Context: an optimization exercise on an open-source flow, tuned for small area, a short achievable clock period and few clock cycles. The choices shown serve that exercise and are no tape-out recipe.
Where RTL was checked, it was by simulation tests only, not by an equivalence proof against the original.
For runs 2 to 6, only the layout was checked, not whether the RTL still works.
Power figures rest on the tool's default switching activity, not on a simulated workload.

File: flow/run.sh
#!/bin/bash
# synth_recipe.tcl (not shown) runs the flow's synth.tcl, then flattens the netlist and writes it again
# the make line also repeats each setting of config.mk as NAME=value (left out here)
make -C /OpenROAD-flow-scripts/flow DESIGN_CONFIG=/design/flow/config.mk WORK_HOME=/design/flow/orfs CLKGATE_MAP_FILE= SYNTH_SCRIPT=/design/flow/synth_recipe.tcl finish
File: flow/config.mk
export PLATFORM = sky130hd
export DESIGN_NAME = rate_monotonic_task_picker
export DESIGN_NICKNAME = rate_monotonic_task_picker
export VERILOG_FILES = /design/flow/design.v
export SDC_FILE = /design/flow/constraint.sdc
export NUM_CORES = 4
export LEC_CHECK = 0
export CAP_MARGIN = 20
export CORE_MARGIN = 2
export CORE_UTILIZATION = 40
export PLACE_DENSITY = 0.6
export SETUP_SLACK_MARGIN = 4.5
export SLEW_MARGIN = 20
File: flow/constraint.sdc
create_clock -name core_clock -period 10.0 [get_ports {clk_i}]
set_input_delay 2.0000 -clock core_clock [delete_from_list [all_inputs] [get_ports {clk_i}]]
set_output_delay 2.0000 -clock core_clock [all_outputs]
set_load 0.01 [all_outputs]
File: flow/design.v
`timescale 1ns / 1ps
package rmtp_pkg;
  localparam int MaxTasksDef = 16;
  localparam int CfgDataW = 5;
  localparam int CfgIdxW  = 1;
  localparam logic [CfgIdxW-1:0] REG_TASK_COUNT = 1'd0;
  localparam logic [CfgIdxW-1:0] REG_IDLE_TASK  = 1'd1;
  localparam logic [2:0] OP_LOAD     = 3'd0;
  localparam logic [2:0] OP_TICK     = 3'd1;
  localparam logic [2:0] OP_SET      = 3'd2;
  localparam logic [2:0] OP_WAKE_REQ = 3'd3;
  localparam logic [2:0] OP_WAIT_REQ = 3'd4;
  localparam logic [1:0] ST_OTHER   = 2'd0;
  localparam logic [1:0] ST_READY   = 2'd1;
  localparam logic [1:0] ST_RUNNING = 2'd2;
  localparam logic [1:0] ST_WAIT    = 2'd3;
  typedef struct packed {
    logic [2:0]  opcode;
    logic [3:0]  task_index;
    logic [15:0] period;
    logic [15:0] deadline;
    logic [1:0]  new_state;
    logic [15:0] wait_ticks;
    logic [3:0]  current_task;
    logic [31:0] now;
  } in_item_t;
  typedef struct packed {
    logic [3:0] chosen_idx;
    logic       is_idle;
  } out_item_t;
  typedef enum logic [2:0] {
    STEP_NONE,
    STEP_CHG_RD,
    STEP_CHG_WR,
    STEP_SCAN,
    STEP_POST
  } step_e;
  typedef struct packed {
    logic  take;
    step_e step;
  } cmd_t;
  typedef struct packed {
    logic scan_done;
    logic out_free;
  } status_t;
endpackage
`timescale 1ns / 1ps
module rmtp_ctrl (
  input  logic       clk_i,
  input  logic       rst_ni,
  input  logic       in_valid_i,
  input  logic [2:0] in_opcode_i,
  output logic       in_stall_o,
  output logic       take_o,
  input  logic       out_stall_i,
  output logic       out_valid_o
);
  logic out_vld_q;
  assign in_stall_o  = out_vld_q;
  assign take_o      = in_valid_i && !out_vld_q;
  assign out_valid_o = out_vld_q;
  always_ff @(posedge clk_i or negedge rst_ni) begin
    if (!rst_ni) begin
      out_vld_q <= 1'b0;
    end else if (take_o && in_opcode_i == rmtp_pkg::OP_TICK) begin
      out_vld_q <= 1'b1;
    end else if (!out_stall_i) begin
      out_vld_q <= 1'b0;
    end
  end
endmodule
`timescale 1ns / 1ps
module rmtp_pick (
  input  logic [15:0]        rdy_i,
  input  logic [15:0][15:0]  le_i,
  input  logic [3:0]         idle_i,
  output rmtp_pkg::out_item_t pick_o
);
  logic [15:0] win;
  logic [3:0]  idx;
  always_comb begin
    for (int i = 0; i < 16; i++) begin
      win[i] = rdy_i[i];
      for (int j = 0; j < 16; j++) begin
        if (j < i) begin
          win[i] = win[i] && (!rdy_i[j] || !le_i[j][i]);
        end else if (j > i) begin
          win[i] = win[i] && (!rdy_i[j] || le_i[i][j]);
        end
      end
    end
    idx = '0;
    for (int i = 0; i < 16; i++) begin
      if (win[i]) begin
        idx = idx | 4'(i);
      end
    end
    pick_o.chosen_idx = (|rdy_i) ? idx : idle_i;
    pick_o.is_idle    = !(|rdy_i);
  end
endmodule
module rmtp_dpath (
  input  logic                              clk_i,
  input  logic                              rst_ni,
  input  logic                              take_i,
  input  rmtp_pkg::in_item_t                in_data_i,
  output rmtp_pkg::out_item_t               out_data_o,
  input  logic                              cfg_we_i,
  input  logic [rmtp_pkg::CfgIdxW-1:0]      cfg_idx_i,
  input  logic [rmtp_pkg::CfgDataW-1:0]     cfg_wdata_i
);
  localparam int N = 16;
  logic [N-1:0][15:0] per_q, dl_q, qt_q, tmr_q;
  logic [N-1:0][31:0] rel_q;
  logic [N-1:0][1:0]  st_q;
  logic [N-1:0]       wake_q, wait_q;
  logic [N-1:0][N-1:0] le_q;
  logic [4:0]          task_count_q;
  logic [3:0]          idle_task_q;
  rmtp_pkg::out_item_t out_q;
  logic            is_load, is_tick, is_set, is_wake, is_wait;
  logic [N-1:0]    ksel, csel, act, run_ok, base;
  logic [3:0]      cur;
  logic            chg_en, refill, sum_le, cur_ok;
  logic [15:0]     q_cur, p_cur, q_dec;
  logic [31:0]     r_cur, r_sum;
  logic [N-1:0]    p_lt, p_eq;
  rmtp_pkg::out_item_t pick_wo, pick_w;
  assign is_load = take_i && in_data_i.opcode == rmtp_pkg::OP_LOAD;
  assign is_tick = take_i && in_data_i.opcode == rmtp_pkg::OP_TICK;
  assign is_set  = take_i && in_data_i.opcode == rmtp_pkg::OP_SET;
  assign is_wake = take_i && in_data_i.opcode == rmtp_pkg::OP_WAKE_REQ;
  assign is_wait = take_i && in_data_i.opcode == rmtp_pkg::OP_WAIT_REQ;
  assign cur     = in_data_i.current_task;
  assign chg_en  = is_tick && cur != idle_task_q;
  assign q_cur  = qt_q[cur];
  assign p_cur  = per_q[cur];
  assign r_cur  = rel_q[cur];
  assign q_dec  = q_cur - 16'd1;
  assign refill = (q_cur == 16'd1) || wait_q[cur];
  assign r_sum  = r_cur + 32'(p_cur);
  logic [33:0] cs_a, cs_b, cs_c, cs_s, cs_y, cs_x;
  logic        r_cy;
  always_comb begin
    cs_a   = {2'b00, in_data_i.now};
    cs_b   = ~{2'b00, r_cur};
    cs_c   = ~{18'd0, p_cur};
    cs_s   = cs_a ^ cs_b ^ cs_c;
    cs_y   = {(cs_a[32:0] & cs_b[32:0]) | (cs_a[32:0] & cs_c[32:0]) | (cs_b[32:0] & cs_c[32:0]), 1'b0};
    cs_x   = cs_s + cs_y + 34'd2;
    r_cy   = 1'((({1'b0, r_cur} + 33'(p_cur)) >> 32));
    sum_le = r_cy ? !(cs_x[33] && !cs_x[32]) : !cs_x[33];
  end
  always_comb begin
    for (int i = 0; i < N; i++) begin
      ksel[i] = in_data_i.task_index == 4'(i);
      csel[i] = cur == 4'(i);
      act[i]  = (task_count_q[4] || task_count_q[3:0] > 4'(i)) && idle_task_q != 4'(i);
      p_lt[i] = per_q[i] < in_data_i.period;
      p_eq[i] = per_q[i] == in_data_i.period;
    end
  end
  for (genvar i = 0; i < N; i++) begin : g_ent
    logic [1:0]  st_nx;
    logic [15:0] tmr_nx;
    logic        wk_hit, tm_dec;
    always_comb begin
      wk_hit = st_q[i] == rmtp_pkg::ST_WAIT && wake_q[i];
      tm_dec = st_q[i] == rmtp_pkg::ST_WAIT && !wake_q[i] && tmr_q[i] != 16'd0;
      st_nx  = st_q[i];
      tmr_nx = tmr_q[i];
      if (wk_hit || (tm_dec && tmr_q[i] == 16'd1)) begin
        st_nx = rmtp_pkg::ST_READY;
      end
      if (tm_dec) begin
        tmr_nx = tmr_q[i] - 16'd1;
      end
    end
    assign run_ok[i] = act[i] && (st_nx == rmtp_pkg::ST_READY || st_nx == rmtp_pkg::ST_RUNNING);
    assign base[i]   = run_ok[i] && rel_q[i] <= in_data_i.now;
    always_ff @(posedge clk_i) begin
      if (is_load && ksel[i]) begin
        per_q[i] <= in_data_i.period;
        dl_q[i]  <= in_data_i.deadline;
      end
      if (is_load && ksel[i]) begin
        qt_q[i] <= in_data_i.deadline;
      end else if (chg_en && csel[i]) begin
        qt_q[i] <= refill ? dl_q[i] : q_dec;
      end
      if (is_load && ksel[i]) begin
        rel_q[i] <= 32'd1;
      end else if (chg_en && csel[i] && refill) begin
        rel_q[i] <= r_sum;
      end
      if (is_set && ksel[i]) begin
        tmr_q[i] <= in_data_i.wait_ticks;
      end else if (is_tick && act[i]) begin
        tmr_q[i] <= tmr_nx;
      end
    end
    always_ff @(posedge clk_i or negedge rst_ni) begin
      if (!rst_ni) begin
        st_q[i]   <= rmtp_pkg::ST_OTHER;
        wake_q[i] <= 1'b0;
        wait_q[i] <= 1'b0;
      end else begin
        if (is_set && ksel[i]) begin
          st_q[i] <= in_data_i.new_state;
        end else if (is_tick && act[i]) begin
          st_q[i] <= st_nx;
        end
        if (is_wake && ksel[i]) begin
          wake_q[i] <= 1'b1;
        end else if (is_tick && act[i] && wk_hit) begin
          wake_q[i] <= 1'b0;
        end
        if (is_wait && ksel[i]) begin
          wait_q[i] <= 1'b1;
        end else if (chg_en && csel[i] && refill) begin
          wait_q[i] <= 1'b0;
        end
      end
    end
    for (genvar j = i + 1; j < N; j++) begin : g_ord
      always_ff @(posedge clk_i) begin
        if (is_load && ksel[i]) begin
          le_q[i][j] <= !p_lt[j];
        end else if (is_load && ksel[j]) begin
          le_q[i][j] <= p_lt[i] || p_eq[i];
        end
      end
    end
  end
  assign cur_ok = (chg_en && refill) ? (|(run_ok & csel) && sum_le) : |(base & csel);
  rmtp_pick u_pick_wo (
    .rdy_i  (base & ~csel),
    .le_i   (le_q),
    .idle_i (idle_task_q),
    .pick_o (pick_wo)
  );
  rmtp_pick u_pick_w (
    .rdy_i  (base | csel),
    .le_i   (le_q),
    .idle_i (idle_task_q),
    .pick_o (pick_w)
  );
  always_ff @(posedge clk_i) begin
    if (is_tick) begin
      out_q <= cur_ok ? pick_w : pick_wo;
    end
  end
  always_ff @(posedge clk_i or negedge rst_ni) begin
    if (!rst_ni) begin
      task_count_q <= '0;
      idle_task_q  <= '0;
    end else if (cfg_we_i) begin
      if (cfg_idx_i == rmtp_pkg::REG_TASK_COUNT) begin
        task_count_q <= cfg_wdata_i;
      end else begin
        idle_task_q <= cfg_wdata_i[3:0];
      end
    end
  end
  assign out_data_o = out_q;
endmodule
`timescale 1ns / 1ps
module rate_monotonic_task_picker #(
  parameter int MAX_TASKS = rmtp_pkg::MaxTasksDef
) (
  input  logic                          clk_i,
  input  logic                          rst_ni,
  input  logic                          in_valid_i,
  output logic                          in_stall_o,
  input  logic [92:0]                   in_data_i,
  output logic                          out_valid_o,
  input  logic                          out_stall_i,
  output logic [4:0]                    out_data_o,
  input  logic                          cfg_we_i,
  input  logic [0:0]                    cfg_idx_i,
  input  logic [4:0]                    cfg_wdata_i
);
  rmtp_pkg::in_item_t  in_item;
  rmtp_pkg::out_item_t out_item;
  logic                take;
  assign in_item    = rmtp_pkg::in_item_t'(in_data_i);
  assign out_data_o = out_item;
  rmtp_ctrl u_ctrl (
    .clk_i       (clk_i),
    .rst_ni      (rst_ni),
    .in_valid_i  (in_valid_i),
    .in_opcode_i (in_item.opcode),
    .in_stall_o  (in_stall_o),
    .take_o      (take),
    .out_stall_i (out_stall_i),
    .out_valid_o (out_valid_o)
  );
  rmtp_dpath u_dpath (
    .clk_i       (clk_i),
    .rst_ni      (rst_ni),
    .take_i      (take),
    .in_data_i   (in_item),
    .out_data_o  (out_item),
    .cfg_we_i    (cfg_we_i),
    .cfg_idx_i   (cfg_idx_i),
    .cfg_wdata_i (cfg_wdata_i)
  );
endmodule
==> impl_metrics.py, run 1 <==
metrics = {
    "synthesis": {
        "netlist_instances": 9690,
        "number_of_storage_elements_in_the_synthesis_netlist": 1735,
        "post-synth-top-area-fraction": 0.344,
        "asyncSetResetFlopFracSynth": 0.0427,
        "dominantRegCellSynth": "sky130_fd_sc_hd__edfxtp_1",
        "ys.warnings.count": 3,
        "netlist_area_um2": 100000,
        "seq_area_frac_synth": 0.464,
        "avgSynthCellArea_um2": 10.4,
        "synthesis.nets": 10700,
        "cell_taking_the_most_area_after_synthesis": "sky130_fd_sc_hd__edfxtp_1",
        "ys_types": 101,
        "ys_top_cells_by_area": "sky130_fd_sc_hd__edfxtp_1 34%, sky130_fd_sc_hd__ha_1 11%, sky130_fd_sc_hd__dfxtp_1 10%",
        "number_of_enable_type_register_cells_in_the_synthesized_netlist": 1149,
    },
    "setup_path": {
        "worst-setup-path-type": "in2reg",
        "cp_max_fo": 9,
        "critical_path.reg2reg.endpoint": "u_dpath.out_q[2]",
        "startpoint_type": "input port",
        "rr_worst_depth": 14,
        "endpoint_kind": "flip-flop",
        "regToRegSetupSlack_ns": 4.37,
        "rr_startpoint": "u_dpath.tmr_q[32]",
        "worst-endpoint-arrival_ns": 7.37,
        "crit_required_ns": 10.70,
    },
    "cts": {
        "cts_made_buffers": 196,
        "cts_tree": "built",
        "cts-root-to-sink-buffers": 3,
        "cts_htree_levels": 4,
        "cts.sinks": 1735,
        "cts-root-buf": "sky130_fd_sc_hd__clkbuf_16",
        "clkSlewWorstSetupHoldPaths_ns": 0.06,
        "clock_latency_ns": 0.93,
    },
    "timing": {
        "period_share": 0.667,
        "worst_clock_skew_ns": 0.113,
        "worst_slew_pin_slew_ns": 1.29,
        "setup_total_negative_slack_ns": 0,
        "setup_repair_after_global_routing_missed_its_margin": "true",
        "final_hold_viol_count": 0,
        "worst_hold_slack_ns": 0.477,
        "fin_crit_ns": 6.67,
        "fmaxAchievable_ghz": 0.150,
        "timing_max_transition_violations_final": 0,
        "relSlewSlack": 0.139,
        "timing.final.setup_violations": 0,
    },
    "global_routing": {
        "initial_antenna_violation_count": 26,
        "grt_use_total": 0.311,
        "globalRoute.totalOverflow": 0,
        "grt_start_max_net_pins": 88,
        "via_count_of_the_first_global_routing_pass": 81400,
        "grt_first_pass_wirelength_mm": 582,
    },
    "finish": {
        "final.fill_count": 22500,
        "mostFrequentLayoutCell": "sky130_fd_sc_hd__nand2_1",
        "area.growth.synth_to_final_pct": 18.0,
        "finish.utilization": 0.476,
        "nets": 11000,
        "layout-drive-gt1-share": 0.172,
        "layout_common_cells": "1311 x sky130_fd_sc_hd__nand2_1, 1149 x sky130_fd_sc_hd__edfxtp_1, 899 x sky130_fd_sc_hd__ha_1",
        "final_cell_count_no_fill": 13500,
    },
    "pwr": {
        "power_density_nw_per_um2": 152,
        "worst_ir_drop_vdd_mv": 0.193,
        "leakage_nw": 43.9,
        "total_power_mw": 18.1,
    },
    "place": {
        "place_congestion": 1.05,
        "port_buffers": 110,
        "numPlacedInstances": 12800,
        "dpl.hpwl_mm": 270,
    },
    "floorplanning": {
        "pin_count": 111,
        "die_width_um": 505,
        "die_h_um": 505,
        "die_area_um2": 255000,
        "std_cell_rows": 183,
        "initial_core_util": 0.403,
        "core_area_um2": 249000,
    },
    "drt": {
        "postRouteAntennaNets": 0,
        "drt_iter0_drc": 11600,
        "route.detailed.drc": 0,
        "route.final.wire_length_mm": 411,
        "overall_via_count_from_detail_route": 85500,
        "post_dr_wirelength_cell_um": 30.5,
        "vias_per_cell": 6.35,
        "number_of_detailed_routing_iterations_run_before_antenna_repair": 9,
    },
    "min_path": {
        "hold_path.class": "reg2reg",
        "timing.hold.worst_path_depth": 2,
        "holdCritStartpoint": "u_dpath.rel_q[482]",
        "min_delay_worst_endpoint": "u_dpath.rel_q[482]",
    },
    "run_status": {
        "outcome": "finished clean",
    },
    "job": {
        "drv.max_cap_violation_count": 0,
    },
}
-- layout make-up --
cell class / count / area, um2 / share of cell area
diodes: 17 / 42.5 / 0.000359
clock inverters: 108 / 1260 / 0.0107
inverters: 286 / 1190 / 0.0101
flip-flops and latches: 1735 / 46600 / 0.393
repair buffers: 632 / 6550 / 0.0553
clock buffers: 251 / 5370 / 0.0453
well taps: 3330 / 4170 / 0.0352
multi-input cells: 7111 / 53300 / 0.450
-- per-layer routing --
metal / wire [um] / share of wire / global-route usage / up-vias
met4: 25300 / 0.061 / 0.170 / 12
met3: 45300 / 0.11 / 0.0698 / 1115
met2: 177000 / 0.43 / 0.464 / 5195
met1: 164000 / 0.40 / 0.418 / 42300
met5: 74 / 0.00018 / 0 / -
li1: - / - / - / 36800
-- sequential cells by signal, indices dropped and copies added (netlist names) --
| signal | flops |
|---|---|
| u_dpath.rel_q | 512 |
| u_dpath.dl_q | 256 |
| u_dpath.per_q | 256 |
| u_dpath.qt_q | 256 |
| u_dpath.tmr_q | 256 |
| u_dpath.le_q | 120 |
| u_dpath.st_q | 32 |
| u_dpath.wait_q | 16 |
| u_dpath.wake_q | 16 |
| u_dpath.out_q | 5 |
| u_dpath.task_count_q | 5 |
| u_dpath.idle_task_q | 4 |
| u_ctrl.out_vld_q | 1 |
-- critical path, stage by stage --
cell	delay [ns]
sky130_fd_sc_hd__clkdlybuf4s50_1	0.65
sky130_fd_sc_hd__inv_1	0.31
sky130_fd_sc_hd__buf_4	0.28
sky130_fd_sc_hd__ha_1	0.32
sky130_fd_sc_hd__nand4_1	0.38
sky130_fd_sc_hd__or3_1	0.51
sky130_fd_sc_hd__a21oi_1	0.38
sky130_fd_sc_hd__nor4b_1	0.11
sky130_fd_sc_hd__buf_4	0.19
sky130_fd_sc_hd__o211a_1	0.42
sky130_fd_sc_hd__and2_2	0.42
sky130_fd_sc_hd__a222oi_1	0.42
sky130_fd_sc_hd__o221ai_1	0.22
sky130_fd_sc_hd__nor2_1	0.36
sky130_fd_sc_hd__o41a_1	0.23
sky130_fd_sc_hd__mux2_4	0.14
-- kinds of logic (layout without fill, tap and decap cells) --
logic type      count (synthesis)  count (layout)  share of synthesized area
other cells                     0              17                          0
simple gates                 3083            3105                      0.138
fa+ha+maj                     925             925                      0.116
flops                        1735            1735                      0.464
mux                           341             341                     0.0747
xor+xnor                      248             249                     0.0217
compound gates               2491            2491                      0.150
buf+inv                       867            1277                     0.0355
-- timing repair --
action,4_1_cts,5_1_grt
pin swaps,50,42
gates resized for setup,280,193
endpoints found under the setup margin,859,802
buffers inserted,169,67
hold buffers,0,0
gates cloned,40,9
-- cell usage after synthesis (36+ instances only) --
library cell / n
sky130_fd_sc_hd__nor2b_1: 79
sky130_fd_sc_hd__xnor2_1: 162
sky130_fd_sc_hd__ha_1: 909
sky130_fd_sc_hd__dfxtp_1: 512
sky130_fd_sc_hd__nand4_1: 211
sky130_fd_sc_hd__nor2_1: 812
sky130_fd_sc_hd__nand2_1: 1358
sky130_fd_sc_hd__clkbuf_1: 394
sky130_fd_sc_hd__a21o_1: 107
sky130_fd_sc_hd__nand3_1: 122
sky130_fd_sc_hd__or4_1: 36
sky130_fd_sc_hd__buf_2: 105
sky130_fd_sc_hd__o21a_1: 47
sky130_fd_sc_hd__xor2_1: 85
sky130_fd_sc_hd__edfxtp_1: 1149
sky130_fd_sc_hd__a21oi_1: 829
sky130_fd_sc_hd__dfrtp_1: 74
sky130_fd_sc_hd__buf_1: 52
sky130_fd_sc_hd__mux4_2: 325
sky130_fd_sc_hd__o21ai_0: 662
sky130_fd_sc_hd__nand2b_1: 74
sky130_fd_sc_hd__nor3_1: 126
sky130_fd_sc_hd__a211oi_1: 245
sky130_fd_sc_hd__inv_1: 276
sky130_fd_sc_hd__o211ai_1: 48
sky130_fd_sc_hd__o22ai_1: 36
sky130_fd_sc_hd__a31oi_1: 170
sky130_fd_sc_hd__o31ai_1: 44
sky130_fd_sc_hd__nor4_1: 110
-- worst max-delay path by stage --
stage	start	end	slack [ns]
3_3_place_gp	in_data_i[32]	u_dpath.out_q[1]	1.47
5_1_grt	in_data_i[32]	u_dpath.out_q[1]	3.33
2_1_floorplan	in_data_i[32]	u_dpath.out_q[1]	2.28
4_1_cts	in_data_i[32]	u_dpath.out_q[1]	3.57
6_report	in_data_i[14]	u_dpath.out_q[3]	3.33
3_5_place_dp	in_data_i[32]	u_dpath.out_q[1]	1.44
-- through the flow --
step	cell area [um2]	setup slack, ns
after floorplan	102000	2.28
after global placement	106000	1.47
after detailed placement	106000	1.44
after CTS	117000	3.57
after global routing	118000	3.33
final	118000	3.33
-- power by group --
part / leakage [nW] / internal, mW / switching, mW
Sequential: 15.4 / 7.78 / 0.118
Clock: 3.23 / 4.28 / 3.23
Combinational: 25.2 / 0.962 / 1.68
Testbench counts, summed over its fixed seeds: cycles 8,596.
==> run 2: changes to the inputs <==
--- a/flow/design.v
+++ b/flow/design.v
@@ -141,14 +141,3 @@
   assign r_sum  = r_cur + 32'(p_cur);
-  logic [33:0] cs_a, cs_b, cs_c, cs_s, cs_y, cs_x;
-  logic        r_cy;
-  always_comb begin
-    cs_a   = {2'b00, in_data_i.now};
-    cs_b   = ~{2'b00, r_cur};
-    cs_c   = ~{18'd0, p_cur};
-    cs_s   = cs_a ^ cs_b ^ cs_c;
-    cs_y   = {(cs_a[32:0] & cs_b[32:0]) | (cs_a[32:0] & cs_c[32:0]) | (cs_b[32:0] & cs_c[32:0]), 1'b0};
-    cs_x   = cs_s + cs_y + 34'd2;
-    r_cy   = 1'((({1'b0, r_cur} + 33'(p_cur)) >> 32));
-    sum_le = r_cy ? !(cs_x[33] && !cs_x[32]) : !cs_x[33];
-  end
+  assign sum_le = r_sum <= in_data_i.now;
   always_comb begin
--- a/flow/config.mk
+++ b/flow/config.mk
@@ -11,3 +11,2 @@
 export PLACE_DENSITY = 0.6
-export SETUP_SLACK_MARGIN = 4.5
 export SLEW_MARGIN = 20
==> impl_metrics.py, run 2 <==
metrics = {
    "run_status": {
        "outcome": "finished clean",
    },
    "place": {
        "port_buffers": 110,
        "place_area_um2": 104000,
        "dpl.hpwl_mm": 270,
        "place_congestion": 1.03,
    },
    "drt": {
        "overall_via_count_from_detail_route": 81900,
        "route.detailed.drc": 0,
        "number_of_detailed_routing_iterations_run_before_antenna_repair": 6,
        "postRouteAntennaNets": 0,
        "vias_per_cell": 6.35,
        "route.final.wire_length_mm": 392,
        "post_dr_wirelength_cell_um": 30.3,
        "drt_iter0_drc": 11200,
    },
    "finish": {
        "layout_common_cells": "1322 x sky130_fd_sc_hd__nand2_1, 1149 x sky130_fd_sc_hd__edfxtp_1, 862 x sky130_fd_sc_hd__a21oi_1",
        "finish.utilization": 0.452,
        "largest_register_by_flop_count": "u_dpath.rel_q",
        "nets": 10500,
        "area.growth.synth_to_final_pct": 12.3,
        "stdcell_area_um2": 110000,
        "layout-drive-gt1-share": 0.114,
        "mostFrequentLayoutCell": "sky130_fd_sc_hd__nand2_1",
        "largest_reg_flops": 512,
    },
    "global_routing": {
        "globalRoute.totalOverflow": 0,
        "grt_first_pass_wirelength_mm": 558,
        "grt_use_total": 0.306,
        "initial_antenna_violation_count": 19,
        "via_count_of_the_first_global_routing_pass": 77100,
        "grt_start_max_net_pins": 150,
    },
    "floorplanning": {
        "die_width_um": 499,
        "std_cell_rows": 181,
        "die_h_um": 499,
        "die_area_um2": 249000,
        "core_area_um2": 244000,
        "initial_core_util": 0.403,
        "pin_count": 111,
    },
    "cts": {
        "postCtsHoldBufs": 0,
        "clock_latency_ns": 0.91,
        "post_cts_buffers": 0,
        "cts_made_buffers": 195,
        "clkSlewWorstSetupHoldPaths_ns": 0.06,
        "cts-root-buf": "sky130_fd_sc_hd__clkbuf_16",
        "cts.sinks": 1735,
        "cts_htree_levels": 4,
        "cts-root-to-sink-buffers": 3,
        "number_of_gates_resized_after_cts": 0,
        "cts_tree": "built",
    },
    "setup_path": {
        "endpoint_kind": "flip-flop",
        "worst-endpoint-arrival_ns": 9.72,
        "startpoint_type": "input port",
        "crit_required_ns": 10.60,
        "critical_path.reg2reg.endpoint": "u_dpath.out_q[4]",
        "regToRegSetupSlack_ns": 2.08,
        "rr_worst_depth": 29,
        "cp_max_fo": 33,
        "worst-setup-path-type": "in2reg",
        "rr_startpoint": "u_dpath.per_q[160]",
    },
    "synthesis": {
        "post-synth-top-area-fraction": 0.351,
        "number_of_storage_elements_in_the_synthesis_netlist": 1735,
        "number_of_enable_type_register_cells_in_the_synthesized_netlist": 1149,
        "ys_types": 89,
        "avgSynthCellArea_um2": 10.3,
        "asyncSetResetFlopFracSynth": 0.0427,
        "yosys.cell_count.top_type": "sky130_fd_sc_hd__nand2_1",
        "ys.warnings.count": 3,
        "most_frequent_cells_after_synthesis": "1347 x sky130_fd_sc_hd__nand2_1, 1149 x sky130_fd_sc_hd__edfxtp_1, 867 x sky130_fd_sc_hd__a21oi_1, 849 x sky130_fd_sc_hd__ha_1, 833 x sky130_fd_sc_hd__o21ai_0",
        "ys_top_cells_by_area": "sky130_fd_sc_hd__edfxtp_1 35%, sky130_fd_sc_hd__ha_1 11%, sky130_fd_sc_hd__dfxtp_1 10%",
        "dominantRegCellSynth": "sky130_fd_sc_hd__edfxtp_1",
        "netlist_instances": 9498,
        "netlist_area_um2": 98200,
        "cell_taking_the_most_area_after_synthesis": "sky130_fd_sc_hd__edfxtp_1",
        "seq_area_frac_synth": 0.475,
        "synthesis.nets": 10500,
    },
    "min_path": {
        "holdCritStartpoint": "u_dpath.rel_q[166]",
        "hold_path.class": "reg2reg",
        "timing.hold.worst_path_depth": 2,
        "min_delay_worst_endpoint": "u_dpath.rel_q[166]",
    },
    "timing": {
        "setup_total_negative_slack_ns": 0,
        "setup_repair_after_global_routing_missed_its_margin": "false",
        "worst_clock_skew_ns": 0.0535,
        "timing_max_transition_violations_final": 0,
        "worst_hold_slack_ns": 0.475,
        "fin_crit_ns": 9.11,
        "final_hold_viol_count": 0,
        "period_share": 0.911,
        "relSlewSlack": 0.0692,
        "timing.final.setup_violations": 0,
        "fmaxAchievable_ghz": 0.110,
        "worst_slew_pin_slew_ns": 1.38,
    },
    "job": {
        "drv.max_cap_violation_count": 0,
    },
    "pwr": {
        "worst_ir_drop_vdd_mv": 0.199,
        "leakage_nw": 40.7,
        "power_density_nw_per_um2": 158,
    },
}
==> run 2: cell count changes in the layout (fill, tap and decap cells not counted), sizes merged, moves of 24 or more <==
cell,change
a211oi,-96
nand3,+33
inv,-47
nand4,-29
o21ai,+160
a21o,-26
nand2b,-24
buf,-224
a21oi,+38
ha,-60
nor2,-88
==> run 2: cells by family after synthesis <==
kind of cell	count (synthesis)	synth area share
AOI/OAI and AO/OA	2559	0.152
and+or+nand+nor	2999	0.136
adders and majority gates	850	0.108
muxes	335	0.0757
xor gates and xnor gates	242	0.0216
DFF	1735	0.475
buffers and inverters	778	0.0314
==> run 2: worst max-delay path by stage <==
stage | endpoint | start | slack, ns
2_1_floorplan | u_dpath.out_q[4] | in_data_i[32] | 0.03
3_3_place_gp | u_dpath.out_q[4] | in_data_i[32] | 0.33
3_5_place_dp | u_dpath.out_q[4] | in_data_i[32] | 0.32
4_1_cts | u_dpath.out_q[4] | in_data_i[32] | 1.21
5_1_grt | u_dpath.out_q[4] | in_data_i[32] | 0.70
6_report | u_dpath.out_q[4] | in_data_i[32] | 0.89
==> run 2: per-stage QoR <==
stage	std cells	worst slack, ns	power [mW]
global placement	12500	0.334	10.2
global route	12900	0.705	17.9
floorplan	9498	0.0300	9.29
detailed placement	12500	0.323	10.2
finish	12900	0.885	17.4
CTS	12900	1.21	17.4
==> run 2: critical path, cell delays in order <==
cell and delay (ns):
sky130_fd_sc_hd__buf_8 0.29, sky130_fd_sc_hd__buf_12 0.32, sky130_fd_sc_hd__mux4_2 0.55, sky130_fd_sc_hd__mux4_2 0.61, sky130_fd_sc_hd__ha_1 0.38, sky130_fd_sc_hd__a21oi_1 0.32, sky130_fd_sc_hd__o21a_1 0.17, sky130_fd_sc_hd__o21ai_0 0.14
sky130_fd_sc_hd__o41ai_1 0.61, sky130_fd_sc_hd__o211a_1 0.30, sky130_fd_sc_hd__a211o_1 0.49, sky130_fd_sc_hd__nor3_1 0.15, sky130_fd_sc_hd__xnor2_1 0.21, sky130_fd_sc_hd__inv_1 0.07, sky130_fd_sc_hd__ha_1 0.30, sky130_fd_sc_hd__nand4_1 0.13
sky130_fd_sc_hd__nor2_1 0.15, sky130_fd_sc_hd__and2_1 0.30, sky130_fd_sc_hd__o21ai_0 0.13, sky130_fd_sc_hd__a21oi_1 0.41, sky130_fd_sc_hd__o21ai_0 0.14, sky130_fd_sc_hd__a31oi_1 0.61, sky130_fd_sc_hd__o21ai_0 0.17, sky130_fd_sc_hd__o41a_1 0.29
sky130_fd_sc_hd__o41ai_1 0.13, sky130_fd_sc_hd__o21ai_0 0.15
==> run 2: metal layers <==
layer	track usage	wire length (um)
met3	0.0627	41000
met4	0.133	19100
met5	0	82
met1	0.431	163000
met2	0.454	168000
==> run 2: power by group <==
group	total (mW)	internal [mW]	switching (mW)
logic	2.21	0.730	1.48
registers	7.90	7.78	0.120
clock network	7.27	4.06	3.21
==> run 2: area by class of cell <==
class	count	area [um2]
Timing Repair Buffer	396	3260
Inverter	216	851
Multi-Input combinational cell	6985	49100
Sequential cell	1735	46600
Tap cell	3202	4010
Fill cell	22500	133000
Antenna cell	6	15.0
Clock buffer	243	5250
Clock inverter	123	1170
==> run 3: changes to the inputs <==
--- a/flow/config.mk
+++ b/flow/config.mk
@@ -7,2 +7,3 @@
 export LEC_CHECK = 0
+export ABC_CLOCK_PERIOD_IN_PS = 5000
 export CAP_MARGIN = 20
==> impl_metrics.py, run 3 <==
metrics = {
    "global_routing": {
        "globalRoute.totalOverflow": 0,
        "grt_start_max_net_pins": 150,
        "initial_antenna_violation_count": 19,
        "grt_first_pass_wirelength_mm": 558,
        "via_count_of_the_first_global_routing_pass": 77100,
        "grt_use_total": 0.306,
    },
    "finish": {
        "layout_common_cells": "1322 x sky130_fd_sc_hd__nand2_1, 1149 x sky130_fd_sc_hd__edfxtp_1, 862 x sky130_fd_sc_hd__a21oi_1",
        "mostFrequentLayoutCell": "sky130_fd_sc_hd__nand2_1",
        "area.growth.synth_to_final_pct": 12.3,
        "nets": 10500,
        "largest_reg_flops": 512,
        "largest_register_by_flop_count": "u_dpath.rel_q",
        "final_cell_count_no_fill": 12900,
        "finish.utilization": 0.452,
        "layout-drive-gt1-share": 0.114,
        "stdcell_area_um2": 110000,
    },
    "timing": {
        "worst_slew_pin_slew_ns": 1.38,
        "final_hold_viol_count": 0,
        "fin_crit_ns": 9.11,
        "worst_clock_skew_ns": 0.0535,
        "fmaxAchievable_ghz": 0.110,
        "setup_total_negative_slack_ns": 0,
        "setup_repair_after_global_routing_missed_its_margin": "false",
        "setup_ws_ns": 0.885,
        "period_share": 0.911,
        "worst_hold_slack_ns": 0.475,
        "timing_max_transition_violations_final": 0,
        "relSlewSlack": 0.0692,
        "timing.final.setup_violations": 0,
    },
    "place": {
        "place_area_um2": 104000,
        "place_congestion": 1.03,
        "numPlacedInstances": 12500,
        "post_place_worst_slack_ns": 0.323,
        "port_buffers": 110,
        "dpl.hpwl_mm": 270,
    },
    "synthesis": {
        "avgSynthCellArea_um2": 10.3,
        "seq_area_frac_synth": 0.475,
        "number_of_enable_type_register_cells_in_the_synthesized_netlist": 1149,
        "netlist_area_um2": 98200,
        "post-synth-top-area-fraction": 0.351,
        "ys_types": 89,
        "most_frequent_cells_after_synthesis": "1347 x sky130_fd_sc_hd__nand2_1, 1149 x sky130_fd_sc_hd__edfxtp_1, 867 x sky130_fd_sc_hd__a21oi_1, 849 x sky130_fd_sc_hd__ha_1, 833 x sky130_fd_sc_hd__o21ai_0",
        "cell_taking_the_most_area_after_synthesis": "sky130_fd_sc_hd__edfxtp_1",
        "netlist_instances": 9498,
        "asyncSetResetFlopFracSynth": 0.0427,
        "number_of_storage_elements_in_the_synthesis_netlist": 1735,
        "ys.warnings.count": 3,
        "dominantRegCellSynth": "sky130_fd_sc_hd__edfxtp_1",
        "ys_top_cells_by_area": "sky130_fd_sc_hd__edfxtp_1 35%, sky130_fd_sc_hd__ha_1 11%, sky130_fd_sc_hd__dfxtp_1 10%",
        "synthesis.nets": 10500,
        "yosys.cell_count.top_type": "sky130_fd_sc_hd__nand2_1",
    },
    "drt": {
        "number_of_detailed_routing_iterations_run_before_antenna_repair": 6,
        "route.final.wire_length_mm": 392,
        "drt_iter0_drc": 11200,
        "route.detailed.drc": 0,
        "postRouteAntennaNets": 0,
        "overall_via_count_from_detail_route": 81900,
        "vias_per_cell": 6.35,
        "post_dr_wirelength_cell_um": 30.3,
    },
    "cts": {
        "cts-root-to-sink-buffers": 3,
        "cts_tree": "built",
        "cts_htree_levels": 4,
        "cts_made_buffers": 195,
        "clkSlewWorstSetupHoldPaths_ns": 0.06,
        "clock_latency_ns": 0.91,
        "number_of_gates_resized_after_cts": 0,
        "cts.sinks": 1735,
        "postCtsHoldBufs": 0,
        "post_cts_buffers": 0,
        "cts-root-buf": "sky130_fd_sc_hd__clkbuf_16",
    },
    "pwr": {
        "total_power_mw": 17.4,
        "leakage_nw": 40.7,
        "power_density_nw_per_um2": 158,
        "worst_ir_drop_vdd_mv": 0.199,
    },
    "setup_path": {
        "worst-endpoint-arrival_ns": 9.72,
        "cp_max_fo": 33,
        "startpoint_type": "input port",
        "worst-setup-path-type": "in2reg",
        "cp_common_cell": "sky130_fd_sc_hd__o21ai_0",
        "crit_required_ns": 10.60,
        "critical-path-slowest-cell": "sky130_fd_sc_hd__mux4_2",
        "endpoint_kind": "flip-flop",
        "cpPeakStageDelay_ns": 0.61,
    },
    "floorplanning": {
        "std_cell_rows": 181,
        "initial_core_util": 0.403,
        "core_area_um2": 244000,
        "die_width_um": 499,
        "die_area_um2": 249000,
        "die_h_um": 499,
        "pin_count": 111,
    },
    "run_status": {
        "outcome": "finished clean",
    },
    "job": {
        "drv.max_cap_violation_count": 0,
    },
    "min_path": {
        "hold_path.class": "reg2reg",
    },
}
-- run 3: cell counts in the layout (fill, tap and decap cells not counted) --
Identical to the previous run, type by type.
-- run 3: critical path, delay by kind of cell --
family / cells / cell delay (ns)
adders and majority gates: 2 / 0.68
and+or+nand+nor: 4 / 0.73
AOI/OAI and AO/OA: 14 / 4.06
buffers and inverters: 3 / 0.68
muxes: 2 / 1.16
xor gates and xnor gates: 1 / 0.21
-- run 3: report_power, final --
part / switching, mW / internal, mW / leakage (nW) / total [mW]
clock: 3.21 / 4.06 / 3.12 / 7.27
sequential: 0.120 / 7.78 / 15.4 / 7.90
combinational: 1.48 / 0.730 / 22.1 / 2.21
-- run 3: cells by family after synthesis --
kind of cell | synth area share
simple gates | 0.136
compound gates | 0.152
flops | 0.475
fa+ha+maj | 0.108
buf+inv | 0.0314
mux | 0.0757
xor+xnor | 0.0216
-- run 3: worst paths after layout --
check                              startpoint                 end  slack, ns  cells after the start
hold / removal             u_dpath.rel_q[166]  u_dpath.rel_q[166]       0.47                      2
setup reg to reg           u_dpath.per_q[160]    u_dpath.out_q[4]       2.08                     29
hold reg to reg            u_dpath.rel_q[166]  u_dpath.rel_q[166]       0.47                      2
max in group asynchronous              rst_ni    u_dpath.st_q[23]       7.84                      2
min in group asynchronous              rst_ni     u_dpath.st_q[7]       0.91                      1
setup / recovery                in_data_i[32]    u_dpath.out_q[4]       0.89                     26
-- run 3: layout make-up --
type | instances | area, um2
Antenna cell | 6 | 15.0
Timing Repair Buffer | 396 | 3260
Clock buffer | 243 | 5250
Tap cell | 3202 | 4010
Fill cell | 22500 | 133000
Clock inverter | 123 | 1170
Multi-Input combinational cell | 6985 | 49100
Inverter | 216 | 851
Sequential cell | 1735 | 46600
-- run 3: metal layers --
| metal | global-route usage | up-vias | share of wire |
|---|---|---|---|
| met4 | 0.133 | 10 | 0.049 |
| met2 | 0.454 | 4746 | 0.43 |
| met1 | 0.431 | 40600 | 0.42 |
| li1 | - | 35700 | - |
| met3 | 0.0627 | 875 | 0.10 |
| met5 | 0 | - | 0.00021 |
==> run 4: changes to the inputs <==
--- a/flow/config.mk
+++ b/flow/config.mk
@@ -12,2 +12,3 @@
 export PLACE_DENSITY = 0.6
+export SETUP_SLACK_MARGIN = 4.5
 export SLEW_MARGIN = 20
==> impl_metrics.py, run 4 <==
metrics = {
    "synthesis": {
        "cell_taking_the_most_area_after_synthesis": "sky130_fd_sc_hd__edfxtp_1",
        "synth_top_family_by_area": "compound AO/OA/AOI/OAI gates",
        "most_frequent_cells_after_synthesis": "1347 x sky130_fd_sc_hd__nand2_1, 1149 x sky130_fd_sc_hd__edfxtp_1, 867 x sky130_fd_sc_hd__a21oi_1, 849 x sky130_fd_sc_hd__ha_1, 833 x sky130_fd_sc_hd__o21ai_0",
        "ys_top_cells_by_area": "sky130_fd_sc_hd__edfxtp_1 35%, sky130_fd_sc_hd__ha_1 11%, sky130_fd_sc_hd__dfxtp_1 10%",
        "ys_types": 89,
        "post_synth_and_or_nand_nor_area_fraction": 0.136,
        "yosys.cell_count.top_type": "sky130_fd_sc_hd__nand2_1",
        "asyncSetResetFlopFracSynth": 0.0427,
        "number_of_enable_type_register_cells_in_the_synthesized_netlist": 1149,
        "synth-adder-area-share": 0.108,
        "dominantRegCellSynth": "sky130_fd_sc_hd__edfxtp_1",
        "avgSynthCellArea_um2": 10.3,
        "synthMuxAreaShare": 0.0757,
        "synth-xor-area-share": 0.0216,
        "synthesis.nets": 10500,
        "netlist_instances": 9498,
        "netlist_area_um2": 98200,
        "number_of_storage_elements_in_the_synthesis_netlist": 1735,
        "synth_compound_area_frac": 0.152,
        "ys.warnings.count": 3,
        "seq_area_frac_synth": 0.475,
        "post-synth-top-area-fraction": 0.351,
    },
    "setup_path": {
        "startpoint_type": "input port",
        "worst-endpoint-arrival_ns": 8.13,
        "critical-path-slowest-cell": "sky130_fd_sc_hd__a2111oi_1",
        "timing.critical_path.cells": "clkdlybuf4s50_1 -> inv_1 -> buf_4 -> ha_1 -> nand4_1 -> or4_1 -> o211ai_1 -> a41oi_1 -> buf_4 -> or3_1 -> nand2_1 -> o2111ai_1 -> a2111oi_1 -> a22oi_1 -> o211ai_1 -> o31ai_1 -> o21ai_1",
        "worst-setup-path-type": "in2reg",
        "cpPeakStageDelay_ns": 1.08,
        "endpoint_kind": "flip-flop",
        "crit_required_ns": 10.68,
        "cp_max_fo": 11,
    },
    "global_routing": {
        "via_count_of_the_first_global_routing_pass": 78900,
        "globalRoute.totalOverflow": 0,
        "grt_start_max_net_pins": 91,
        "grt_first_pass_wirelength_mm": 570,
        "grt_use_total": 0.313,
        "initial_antenna_violation_count": 23,
    },
    "cts": {
        "cts.sinks": 1735,
        "cts_tree": "built",
        "cts_htree_levels": 4,
        "cts-root-to-sink-buffers": 3,
        "cts_made_buffers": 196,
        "cts-root-buf": "sky130_fd_sc_hd__clkbuf_16",
        "clkSlewWorstSetupHoldPaths_ns": 0.06,
        "clock_latency_ns": 0.92,
    },
    "finish": {
        "final_cell_count_no_fill": 13100,
        "largest_reg_flops": 512,
        "layout-drive-gt1-share": 0.149,
        "largest_register_by_flop_count": "u_dpath.rel_q",
        "layout_common_cells": "1325 x sky130_fd_sc_hd__nand2_1, 1149 x sky130_fd_sc_hd__edfxtp_1, 838 x sky130_fd_sc_hd__ha_1",
        "nets": 10700,
        "stdcell_area_um2": 115000,
        "mostFrequentLayoutCell": "sky130_fd_sc_hd__nand2_1",
        "finish.utilization": 0.472,
        "area.growth.synth_to_final_pct": 17.1,
    },
    "place": {
        "numPlacedInstances": 12500,
        "place_congestion": 1.05,
        "port_buffers": 110,
        "dpl.hpwl_mm": 265,
        "place_area_um2": 104000,
    },
    "pwr": {
        "power_density_nw_per_um2": 155,
        "internal_cell_power_mw": 12.8,
        "power.sequential.fraction": 0.444,
        "leakage_nw": 42.5,
        "switching_share": 0.278,
        "worst_ir_drop_vdd_mv": 0.195,
        "power.share.clock": 0.420,
        "p_sw_mw": 4.93,
        "p_comb_frac": 0.136,
    },
    "drt": {
        "post_dr_wirelength_cell_um": 31.0,
        "overall_via_count_from_detail_route": 84100,
        "route.final.wire_length_mm": 407,
        "drt_iter0_drc": 12200,
        "postRouteAntennaNets": 0,
        "route.detailed.drc": 0,
        "vias_per_cell": 6.40,
        "number_of_detailed_routing_iterations_run_before_antenna_repair": 7,
    },
    "timing": {
        "worst_clock_skew_ns": 0.0889,
        "relSlewSlack": 0.116,
        "fin_crit_ns": 7.44,
        "worst_hold_slack_ns": 0.479,
        "period_share": 0.744,
        "timing_max_transition_violations_final": 0,
        "fmaxAchievable_ghz": 0.134,
        "worst_slew_pin_slew_ns": 1.31,
        "timing.final.setup_violations": 0,
        "final_hold_viol_count": 0,
        "setup_repair_after_global_routing_missed_its_margin": "true",
        "setup_total_negative_slack_ns": 0,
    },
    "run_status": {
        "outcome": "finished clean",
    },
    "floorplanning": {
        "core_area_um2": 244000,
        "initial_core_util": 0.403,
        "die_area_um2": 249000,
        "die_width_um": 499,
        "die_h_um": 499,
        "pin_count": 111,
        "std_cell_rows": 181,
    },
    "min_path": {
        "hold_path.class": "reg2reg",
    },
    "job": {
        "drv.max_cap_violation_count": 0,
    },
}
-- run 4: cell counts after synthesis --
Identical to the previous run, type by type.
-- run 4: worst max-delay path: cells and delay by family --
family / cells / cell delay (ns)
AO/OA/AOI/OAI: 8 / 2.92
AND/OR/NAND/NOR: 4 / 1.62
buffers and inverters: 4 / 1.37
adder cells (fa/ha/maj): 1 / 0.21
-- run 4: layout make-up --
class,instances,area (um2)
clock buffer,267,5510
inverter,216,888
multi-input combinational,7002,50300
antenna,9,22.5
tap,3202,4010
clock inverter,91,1080
fill,22000,129000
sequential,1735,46600
timing repair buffer,622,6620
-- run 4: worst paths after layout --
kind / from / cells after the start / end / slack [ns]
worst max-delay path: in_data_i[13] / 17 / u_dpath.out_q[1] / 2.56
worst min-delay path: u_dpath.rel_q[76] / 2 / u_dpath.rel_q[76] / 0.48
worst max register to register: u_dpath.per_q[176] / 30 / u_dpath.out_q[1] / 3.48
worst min register to register: u_dpath.rel_q[76] / 2 / u_dpath.rel_q[76] / 0.48
max in group asynchronous: rst_ni / 1 / u_dpath.wake_q[0] / 8.29
min in group asynchronous: rst_ni / 1 / u_dpath.wake_q[13] / 1.17
-- run 4: power by group through the flow --
stage,Sequential [mW],Combinational (mW),Clock (mW)
floorplan,7.99,1.32,0
global placement,8.04,2.11,0
detailed placement,8.04,2.14,0
CTS,7.89,2.24,7.51
global route,7.90,2.55,7.79
finish,7.90,2.41,7.47
-- run 4: cells by family after synthesis --
logic type	Yosys count
AOI/OAI and AO/OA	2559
xor gates and xnor gates	242
muxes	335
and+or+nand+nor	2999
DFF	1735
buffers and inverters	778
adders and majority gates	850
-- run 4: metrics by stage --
step | total power [mW] | worst slack (ns)
after global placement | 10.1 | 0.635
final | 17.8 | 2.56
after global routing | 18.2 | 2.67
after floorplan | 9.31 | 1.50
after detailed placement | 10.2 | 0.642
after CTS | 17.6 | 2.91
-- run 4: repair_timing --
action | CTS | global route
pin swaps | 41 | 59
gates resized for setup | 108 | 239
setup buffers | 83 | 131
hold buffers | 0 | 0
endpoints found under the setup margin | 814 | 664
gates cloned | 25 | 16
-- run 4: per-layer routing --
| metal | vias to the layer above | track usage | share of wire |
|---|---|---|---|
| met4 | 4 | 0.142 | 0.054 |
| met5 | - | 0 | 0.000059 |
| met1 | 41500 | 0.426 | 0.40 |
| met2 | 5333 | 0.470 | 0.43 |
| met3 | 1041 | 0.0755 | 0.11 |
| li1 | 36200 | - | - |
==> run 5: changes to the inputs <==
--- a/flow/design.v
+++ b/flow/design.v
@@ -123,3 +123,3 @@
   logic [3:0]      cur;
-  logic            chg_en, refill, sum_le, cur_ok;
+  logic            chg_en, refill, sum_le;
   logic [15:0]     q_cur, p_cur, q_dec;
@@ -135,9 +135,32 @@
   assign chg_en  = is_tick && cur != idle_task_q;
-  assign q_cur  = qt_q[cur];
-  assign p_cur  = per_q[cur];
-  assign r_cur  = rel_q[cur];
+  logic        w_cur;
+  always_comb begin
+    q_cur = '0;
+    p_cur = '0;
+    r_cur = '0;
+    w_cur = 1'b0;
+    for (int i = 0; i < N; i++) begin
+      q_cur = q_cur | (qt_q[i] & {16{csel[i]}});
+      p_cur = p_cur | (per_q[i] & {16{csel[i]}});
+      r_cur = r_cur | (rel_q[i] & {32{csel[i]}});
+      w_cur = w_cur | (wait_q[i] & csel[i]);
+    end
+  end
   assign q_dec  = q_cur - 16'd1;
-  assign refill = (q_cur == 16'd1) || wait_q[cur];
+  assign refill = (q_cur == 16'd1) || w_cur;
   assign r_sum  = r_cur + 32'(p_cur);
-  assign sum_le = r_sum <= in_data_i.now;
+  logic [33:0] cs_a, cs_b, cs_c, cs_s, cs_y, cs_x;
+  logic [34:0] cs_t;
+  logic        r_cy;
+  always_comb begin
+    cs_a   = {2'b00, in_data_i.now};
+    cs_b   = ~{2'b00, r_cur};
+    cs_c   = ~{18'd0, p_cur};
+    cs_s   = cs_a ^ cs_b ^ cs_c;
+    cs_y   = {(cs_a[32:0] & cs_b[32:0]) | (cs_a[32:0] & cs_c[32:0]) | (cs_b[32:0] & cs_c[32:0]), 1'b1};
+    cs_t   = {cs_s, 1'b1} + {cs_y, 1'b1};
+    cs_x   = cs_t[34:1];
+    r_cy   = 1'((({1'b0, r_cur} + 33'(p_cur)) >> 32));
+    sum_le = r_cy ? !(cs_x[33] && !cs_x[32]) : !cs_x[33];
+  end
   always_comb begin
@@ -223,3 +246,5 @@
   end
-  assign cur_ok = (chg_en && refill) ? (|(run_ok & csel) && sum_le) : |(base & csel);
+  logic ok_le1, ok_le0;
+  assign ok_le1 = (chg_en && refill) ? |(run_ok & csel) : |(base & csel);
+  assign ok_le0 = (chg_en && refill) ? 1'b0 : |(base & csel);
   rmtp_pick u_pick_wo (
@@ -238,3 +263,7 @@
     if (is_tick) begin
-      out_q <= cur_ok ? pick_w : pick_wo;
+      if (sum_le) begin
+        out_q <= ok_le1 ? pick_w : pick_wo;
+      end else begin
+        out_q <= ok_le0 ? pick_w : pick_wo;
+      end
     end
--- a/flow/config.mk
+++ b/flow/config.mk
@@ -7,3 +7,2 @@
 export LEC_CHECK = 0
-export ABC_CLOCK_PERIOD_IN_PS = 5000
 export CAP_MARGIN = 20
@@ -14 +13,2 @@
 export SLEW_MARGIN = 20
+export TNS_END_PERCENT = 0
==> impl_metrics.py, run 5 <==
metrics = {
    "run_status": {
        "outcome": "finished clean",
    },
    "drt": {
        "route.final.wire_length_mm": 526,
        "vias_per_cell": 6.64,
        "overall_via_count_from_detail_route": 93000,
        "post_dr_wirelength_cell_um": 37.6,
        "number_of_detailed_routing_iterations_run_before_antenna_repair": 9,
        "drt_iter0_drc": 13900,
        "route.detailed.drc": 0,
        "postRouteAntennaNets": 0,
    },
    "synthesis": {
        "cell_taking_the_most_area_after_synthesis": "sky130_fd_sc_hd__edfxtp_1",
        "seq_area_frac_synth": 0.471,
        "synthesis.nets": 11300,
        "ys_top_cells_by_area": "sky130_fd_sc_hd__edfxtp_1 35%, sky130_fd_sc_hd__ha_1 11%, sky130_fd_sc_hd__dfxtp_1 10%",
        "ys_types": 103,
        "most_frequent_cells_after_synthesis": "1838 x sky130_fd_sc_hd__nand2_1, 1149 x sky130_fd_sc_hd__edfxtp_1, 991 x sky130_fd_sc_hd__a21oi_1, 900 x sky130_fd_sc_hd__o21ai_0, 864 x sky130_fd_sc_hd__ha_1",
        "asyncSetResetFlopFracSynth": 0.0427,
        "netlist_area_um2": 99000,
        "number_of_storage_elements_in_the_synthesis_netlist": 1735,
        "ys.warnings.count": 3,
        "dominantRegCellSynth": "sky130_fd_sc_hd__edfxtp_1",
        "avgSynthCellArea_um2": 9.61,
        "number_of_enable_type_register_cells_in_the_synthesized_netlist": 1149,
        "post-synth-top-area-fraction": 0.348,
        "yosys.cell_count.top_type": "sky130_fd_sc_hd__nand2_1",
        "netlist_instances": 10300,
    },
    "floorplanning": {
        "pin_count": 111,
        "core_area_um2": 246000,
        "std_cell_rows": 182,
        "initial_core_util": 0.403,
        "die_area_um2": 252000,
        "die_h_um": 502,
        "die_width_um": 502,
    },
    "pwr": {
        "leakage_nw": 43.0,
        "power.share.clock": 0.428,
        "switching_share": 0.288,
        "internal_cell_power_mw": 12.9,
        "power_density_nw_per_um2": 155,
        "total_power_mw": 18.1,
        "power.sequential.fraction": 0.434,
        "p_sw_mw": 5.20,
        "p_comb_frac": 0.138,
        "worst_ir_drop_vdd_mv": 0.194,
    },
    "global_routing": {
        "initial_antenna_violation_count": 40,
        "globalRoute.totalOverflow": 0,
        "grt_first_pass_wirelength_mm": 710,
        "via_count_of_the_first_global_routing_pass": 86700,
        "grt_start_max_net_pins": 158,
        "grt_use_total": 0.404,
    },
    "cts": {
        "cts.sinks": 1735,
        "cts_htree_levels": 4,
        "cts_made_buffers": 202,
        "clock_latency_ns": 0.96,
        "cts-root-to-sink-buffers": 3,
        "clkSlewWorstSetupHoldPaths_ns": 0.06,
        "cts_tree": "built",
        "postCtsHoldBufs": 0,
        "cts-root-buf": "sky130_fd_sc_hd__clkbuf_16",
    },
    "setup_path": {
        "crit_required_ns": 10.64,
        "worst-setup-path-type": "in2reg",
        "regToRegSetupSlack_ns": 4.48,
        "endpoint_kind": "flip-flop",
        "startpoint_type": "input port",
        "critical_path.startpoint": "in_data_i[84]",
        "critical_path.reg2reg.endpoint": "u_dpath.out_q[3]",
        "setup.worst_path.end": "u_dpath.le_q[15]",
        "rr_startpoint": "u_dpath.rel_q[446]",
        "cp_max_fo": 17,
        "rr_worst_depth": 19,
        "worst-endpoint-arrival_ns": 7.67,
    },
    "job": {
        "drv.max_cap_violation_count": 0,
    },
    "timing": {
        "setup_total_negative_slack_ns": 0,
        "fmaxAchievable_ghz": 0.142,
        "relSlewSlack": 0.0660,
        "period_share": 0.703,
        "fin_crit_ns": 7.03,
        "final_hold_viol_count": 0,
        "timing_max_transition_violations_final": 0,
        "worst_clock_skew_ns": 0.136,
        "setup_repair_after_global_routing_missed_its_margin": "true",
        "worst_hold_slack_ns": 0.473,
        "worst_slew_pin_slew_ns": 1.39,
        "timing.final.setup_violations": 0,
    },
    "finish": {
        "nets": 11600,
        "layout-drive-gt1-share": 0.127,
        "mostFrequentLayoutCell": "sky130_fd_sc_hd__nand2_1",
        "multiInputGateArea_um2": 51000,
        "largest_register_by_flop_count": "u_dpath.rel_q",
        "area.sequential_um2": 46600,
        "final.fill_count": 22700,
        "largest_reg_flops": 512,
        "layout_common_cells": "1810 x sky130_fd_sc_hd__nand2_1, 1149 x sky130_fd_sc_hd__edfxtp_1, 983 x sky130_fd_sc_hd__a21oi_1",
        "area.growth.synth_to_final_pct": 17.5,
    },
    "place": {
        "place_congestion": 1.05,
        "port_buffers": 110,
        "dpl.hpwl_mm": 359,
    },
    "min_path": {
        "hold_path.class": "reg2reg",
    },
}
run 5: changes by cell type after synthesis, moves of 65 or more:
cell                       change
sky130_fd_sc_hd__nand2_1     +491
sky130_fd_sc_hd__nor2_1      -360
sky130_fd_sc_hd__mux4_2      -321
sky130_fd_sc_hd__a22oi_1     +221
sky130_fd_sc_hd__a21oi_1     +124
sky130_fd_sc_hd__a31oi_1     -118
sky130_fd_sc_hd__clkbuf_1     +80
sky130_fd_sc_hd__a22o_1       +75
sky130_fd_sc_hd__o21ai_0      +67
sky130_fd_sc_hd__a211oi_1     -65
run 5: worst min-delay path by stage:
stage          depth (start not counted)                from            endpoint  slack [ns]
2_1_floorplan                          2   u_dpath.wait_q[3]   u_dpath.wait_q[3]        0.44
3_3_place_gp                           2  u_dpath.rel_q[471]  u_dpath.rel_q[471]        0.46
3_5_place_dp                           2   u_dpath.rel_q[51]   u_dpath.rel_q[51]        0.47
4_1_cts                                2  u_dpath.rel_q[358]  u_dpath.rel_q[358]        0.47
5_1_grt                                2   u_dpath.rel_q[51]   u_dpath.rel_q[51]        0.49
6_report                               2  u_dpath.rel_q[177]  u_dpath.rel_q[177]        0.47
run 5: metrics by stage:
step | setup WS [ns] | instance area (um2) | utilization | instances
after global routing | 3.17 | 116000 | 0.473 | 14000
after global placement | 0.190 | 106000 | 0.431 | 13400
final | 2.97 | 116000 | 0.473 | 14000
after detailed placement | 0.401 | 106000 | 0.431 | 13400
after CTS | 3.23 | 115000 | 0.467 | 13900
after floorplan | 3.15 | 99500 | - | 10300
run 5: critical path: stages:
cell and delay, ns:
sky130_fd_sc_hd__clkdlybuf4s50_1 1.05, sky130_fd_sc_hd__inv_1 0.67, sky130_fd_sc_hd__ha_1 0.51, sky130_fd_sc_hd__nand4_1 0.24, sky130_fd_sc_hd__or2_2 0.43, sky130_fd_sc_hd__o41ai_2 1.21, sky130_fd_sc_hd__nand2_1 1.02, sky130_fd_sc_hd__o21ai_0 0.48
run 5: routing by layer:
layer / vias to the layer above / global-route usage / routed length [um]
met5: - / 0 / 138
met4: 20 / 0.256 / 41100
met3: 1664 / 0.111 / 60500
met2: 6450 / 0.613 / 227000
met1: 45800 / 0.507 / 197000
li1: 39100 / - / -
run 5: cell families (layout without fill, tap and decap cells):
kind of cell	count (synthesis)	in the layout	share of synthesized area
AO/OA/AOI/OAI	3108	3108	0.195
other	0	14	0
XOR/XNOR	246	246	0.0218
adder cells (fa/ha/maj)	881	881	0.113
buffers and inverters	902	1353	0.0356
flip-flops	1735	1735	0.471
AND/OR/NAND/NOR	3333	3337	0.153
multiplexers	103	103	0.0116
run 5: power by group through the flow:
stage,logic (mW),clock network (mW),registers (mW)
CTS,2.34,7.76,7.83
finish,2.50,7.74,7.84
floorplan,1.21,0,7.93
global route,2.60,8.04,7.84
detailed placement,2.22,0,7.98
global placement,2.20,0,7.98
run 5: cell type report:
class                      count  area share
sequential                  1735       0.400
inverter                     264     0.00943
timing repair buffer         709      0.0584
tap                         3220      0.0346
antenna                       14    0.000301
clock inverter               112      0.0118
multi-input combinational   7675       0.438
clock buffer                 268      0.0465
run 5: what timing repair did:
| item | in CTS | in global routing |
|---|---|---|
| gates resized for setup | 168 | 116 |
| endpoints found under the setup margin | 958 | 990 |
| cloned | 17 | 3 |
| setup buffers | 101 | 84 |
| pin swaps | 45 | 51 |
==> run 6: changes to the inputs <==
--- a/flow/design.v
+++ b/flow/design.v
@@ -119,3 +119,2 @@
   logic [3:0]          idle_task_q;
-  rmtp_pkg::out_item_t out_q;
   logic            is_load, is_tick, is_set, is_wake, is_wait;
@@ -204,4 +203,4 @@
         rel_q[i] <= 32'd1;
-      end else if (chg_en && csel[i] && refill) begin
-        rel_q[i] <= r_sum;
+      end else if (rwr_en_q && rwr_idx_q == 4'(i)) begin
+        rel_q[i] <= r_sum_q;
       end
@@ -261,9 +260,25 @@
   );
+  logic [31:0] r_sum_q;
+  logic [3:0]  rwr_idx_q;
+  logic        rwr_en_q;
+  always_ff @(posedge clk_i) begin
+    r_sum_q   <= r_sum;
+    rwr_idx_q <= cur;
+  end
+  always_ff @(posedge clk_i or negedge rst_ni) begin
+    if (!rst_ni) begin
+      rwr_en_q <= 1'b0;
+    end else begin
+      rwr_en_q <= chg_en && refill;
+    end
+  end
+  rmtp_pkg::out_item_t pick_w_q, pick_wo_q;
+  logic                ok_le1_q, ok_le0_q, sum_le_q;
   always_ff @(posedge clk_i) begin
     if (is_tick) begin
-      if (sum_le) begin
-        out_q <= ok_le1 ? pick_w : pick_wo;
-      end else begin
-        out_q <= ok_le0 ? pick_w : pick_wo;
-      end
+      pick_w_q  <= pick_w;
+      pick_wo_q <= pick_wo;
+      ok_le1_q  <= ok_le1;
+      ok_le0_q  <= ok_le0;
+      sum_le_q  <= sum_le;
     end
@@ -282,3 +297,3 @@
   end
-  assign out_data_o = out_q;
+  assign out_data_o = (sum_le_q ? ok_le1_q : ok_le0_q) ? pick_w_q : pick_wo_q;
 endmodule
--- a/flow/config.mk
+++ b/flow/config.mk
@@ -9,6 +9,8 @@
 export CORE_MARGIN = 2
-export CORE_UTILIZATION = 40
-export PLACE_DENSITY = 0.6
+export CORE_UTILIZATION = 50
+export CTS_CLUSTER_DIAMETER = 80
+export CTS_CLUSTER_SIZE = 30
+export PLACE_DENSITY = 0.65
 export SETUP_SLACK_MARGIN = 4.5
 export SLEW_MARGIN = 20
-export TNS_END_PERCENT = 0
+export TNS_END_PERCENT = 10
==> impl_metrics.py, run 6 <==
metrics = {
    "global_routing": {
        "globalRoute.totalOverflow": 0,
        "grt_start_max_net_pins": 72,
        "initial_antenna_violation_count": 33,
        "via_count_of_the_first_global_routing_pass": 85700,
    },
    "drt": {
        "route.met2.wl_mm": 199,
        "vias_per_cell": 6.92,
        "number_of_detailed_routing_iterations_run_before_antenna_repair": 9,
        "post_dr_wirelength_cell_um": 35.4,
        "top_layer_used": "met5",
        "route.final.wire_length_mm": 474,
        "route.detailed.drc": 0,
        "wirelength_met1_mm": 177,
        "postRouteAntennaNets": 0,
        "drt_iter0_drc": 14400,
        "met3_layer_wire_length_in_the_routed_design_mm": 59.9,
    },
    "setup_path": {
        "worst-endpoint-arrival_ns": 6.57,
        "crit_required_ns": 10.58,
        "critical-path-slowest-cell": "sky130_fd_sc_hd__or4_4",
        "critPathTopFamily": "simple AND/OR/NAND/NOR gates",
        "endpoint_kind": "flip-flop",
        "regToRegSetupSlack_ns": 5.24,
        "worst-setup-path-type": "in2reg",
        "critical_path.n_buffers_inverters": 6,
        "cpPeakStageDelay_ns": 0.52,
    },
    "synthesis": {
        "ys_top_cells_by_area": "sky130_fd_sc_hd__edfxtp_1 35%, sky130_fd_sc_hd__dfxtp_1 11%, sky130_fd_sc_hd__ha_1 11%",
        "yosys.cell_count.top_type": "sky130_fd_sc_hd__nand2_1",
        "ys.warnings.count": 3,
        "netlist_area_um2": 100000,
        "dominantRegCellSynth": "sky130_fd_sc_hd__edfxtp_1",
        "post-synth-top-area-fraction": 0.348,
        "ys_types": 108,
        "netlist_instances": 10500,
        "synthesis.nets": 11400,
        "cell_taking_the_most_area_after_synthesis": "sky130_fd_sc_hd__edfxtp_1",
        "avgSynthCellArea_um2": 9.56,
    },
    "place": {
        "place_area_um2": 104000,
        "dpl.hpwl_mm": 309,
        "port_buffers": 110,
        "place_congestion": 1.09,
    },
    "min_path": {
        "hold_path.class": "reg2reg",
    },
    "cts": {
        "cts_made_buffers": 115,
        "cts-root-to-sink-buffers": 3,
        "postCtsHoldBufs": 0,
        "cts_tree": "built",
        "cts_htree_levels": 3,
        "cts.sinks": 1780,
    },
    "job": {
        "drv.max_cap_violation_count": 0,
    },
    "timing": {
        "final_hold_viol_count": 0,
        "setup_total_negative_slack_ns": 0,
        "timing_max_transition_violations_final": 0,
        "relSlewSlack": 0.173,
        "period_share": 0.599,
        "timing.final.setup_violations": 0,
        "worst_clock_skew_ns": 0.0633,
    },
    "finish": {
        "layout-drive-gt1-share": 0.129,
        "area.growth.synth_to_final_pct": 14.5,
        "multiInputGateArea_um2": 51100,
        "final.fill_count": 17000,
        "mostFrequentLayoutCell": "sky130_fd_sc_hd__nand2_1",
        "nets": 11600,
        "layout_common_cells": "2026 x sky130_fd_sc_hd__nand2_1, 1157 x sky130_fd_sc_hd__edfxtp_1, 1024 x sky130_fd_sc_hd__a21oi_1",
        "final_cell_count_no_fill": 13400,
        "largest_reg_flops": 512,
    },
    "run_status": {
        "outcome": "finished clean",
    },
    "pwr": {
        "total_power_mw": 18.8,
        "leakage_nw": 44.1,
        "worst_ir_drop_vdd_mv": 0.171,
        "power_density_nw_per_um2": 164,
    },
    "floorplanning": {
        "die_width_um": 451,
        "core_area_um2": 199000,
        "pin_count": 111,
    },
}
[run 6: changes by cell type in the layout (fill, tap and decap cells not counted), sizes merged, moves of 37 or more]
cell           change
nand2            +201
clkinv            -46
clkdlybuf4s50     -44
a221o             -67
clkbuf           -124
a31oi             +38
mux2i             -37
a21oi             +56
inv               +47
nor4              -42
o21ai             -98
a22oi            +156
[run 6: timing repair]
item,in CTS,in global routing
setup endpoints to repair,466,429
gates resized for setup,379,261
pin swaps,100,117
setup buffers,178,134
cloned,24,3
[run 6: final cells by class]
type / count / share of cell area
antenna: 17 / 0.000372
inverter: 286 / 0.0111
clock inverter: 90 / 0.0106
sequential: 1780 / 0.416
timing repair buffer: 700 / 0.0601
clock buffer: 124 / 0.0265
multi-input combinational: 7728 / 0.446
timing repair inverter: 1 / 0.0000437
tap: 2656 / 0.0290
[run 6: worst reg2reg max path, delay by kind of cell (launching register included)]
| family | cells | cell delay, ns |
|---|---|---|
| AOI/OAI and AO/OA | 10 | 2.12 |
| adders and majority gates | 3 | 0.90 |
| buffers and inverters | 2 | 0.26 |
| DFF | 1 | 0.50 |
| muxes | 1 | 0.30 |
| and+or+nand+nor | 3 | 0.42 |
[run 6: path summary, 6_finish.rpt]
check	startpoint	end	cells past startpoint
worst min register to register	u_dpath.rel_q[392]	u_dpath.rel_q[392]	2
worst max register to register	u_dpath.per_q[64]	u_dpath.sum_le_q	19
min in group asynchronous	rst_ni	u_dpath.wake_q[10]	1
worst max-delay path	in_data_i[33]	u_dpath.sum_le_q	20
max in group asynchronous	rst_ni	u_dpath.wake_q[9]	2
worst min-delay path	u_dpath.rel_q[392]	u_dpath.rel_q[392]	2
[run 6: kinds of logic (layout without fill, tap and decap cells)]
group                      after synthesis  count (layout)  share of synthesized area
AOI/OAI and AO/OA                     3078            3078                      0.189
buffers and inverters                  952            1201                     0.0396
xor gates and xnor gates               245             245                     0.0215
DFF                                   1780            1780                      0.476
muxes                                   41              41                    0.00512
and+or+nand+nor                       3470            3475                      0.157
adders and majority gates              888             888                      0.112
other                                    1              18                  0.0000375
[run 6: power by group]
part / switching (mW) / internal, mW
Clock: 3.13 / 2.49
Sequential: 0.851 / 8.29
Combinational: 2.50 / 1.55
[run 6: routing by layer]
layer  global-route usage  up-vias
met3                0.129     1797
met4                0.291       24
met1                0.584    45000
li1                     -    38900
met2                0.660     6925
met5                    0        -

[what the ideal ports hide]
The flow's constraints put no driver on any port. The routed layouts listed below were extracted and timed again, unchanged, in two steps. Step 1: set_driving_cell puts a clkbuf_16 on clk_i and a buf_2 on each other input, an assumption about the parent block. Step 2 also shifts input and output timing later by t, the mid clock arrival at the registers, as if the neighbouring blocks saw the same clock. Slacks: ideal / step 1 / step 2; pairs: ideal / step 1.
| run | t, ns | setup WS [ns] | hold slack, ns | worst setup path at the end |
|---|---|---|---|---|
| run 1 | 0.974 | 3.334 / 3.073 / 2.099 | 0.477 / 0.477 / 0.477 | input to register |
| run 2 | 0.984 | 0.885 / 0.928 / -0.056 | 0.475 / 0.475 / 0.475 | input to register |
| run 3 | 0.984 | 0.885 / 0.928 / -0.056 | 0.475 / 0.475 / 0.475 | input to register |
| run 4 | 0.970 | 2.556 / 2.320 / 1.350 | 0.479 / 0.479 / 0.479 | input to register |
| run 5 | 1.000 | 2.968 / 2.962 / 1.962 | 0.473 / 0.473 / 0.473 | input to register |
| run 6 | 0.925 | 4.013 / 3.805 / 2.880 | 0.477 / 0.477 / 0.477 | input to register |
With both steps, setup timing fails in run 2 and run 3, where it was met with ideal ports. For run 1, which loses most, drivers alone change the setup slack by -0.261 ns; drivers and shift together by -1.235 ns.
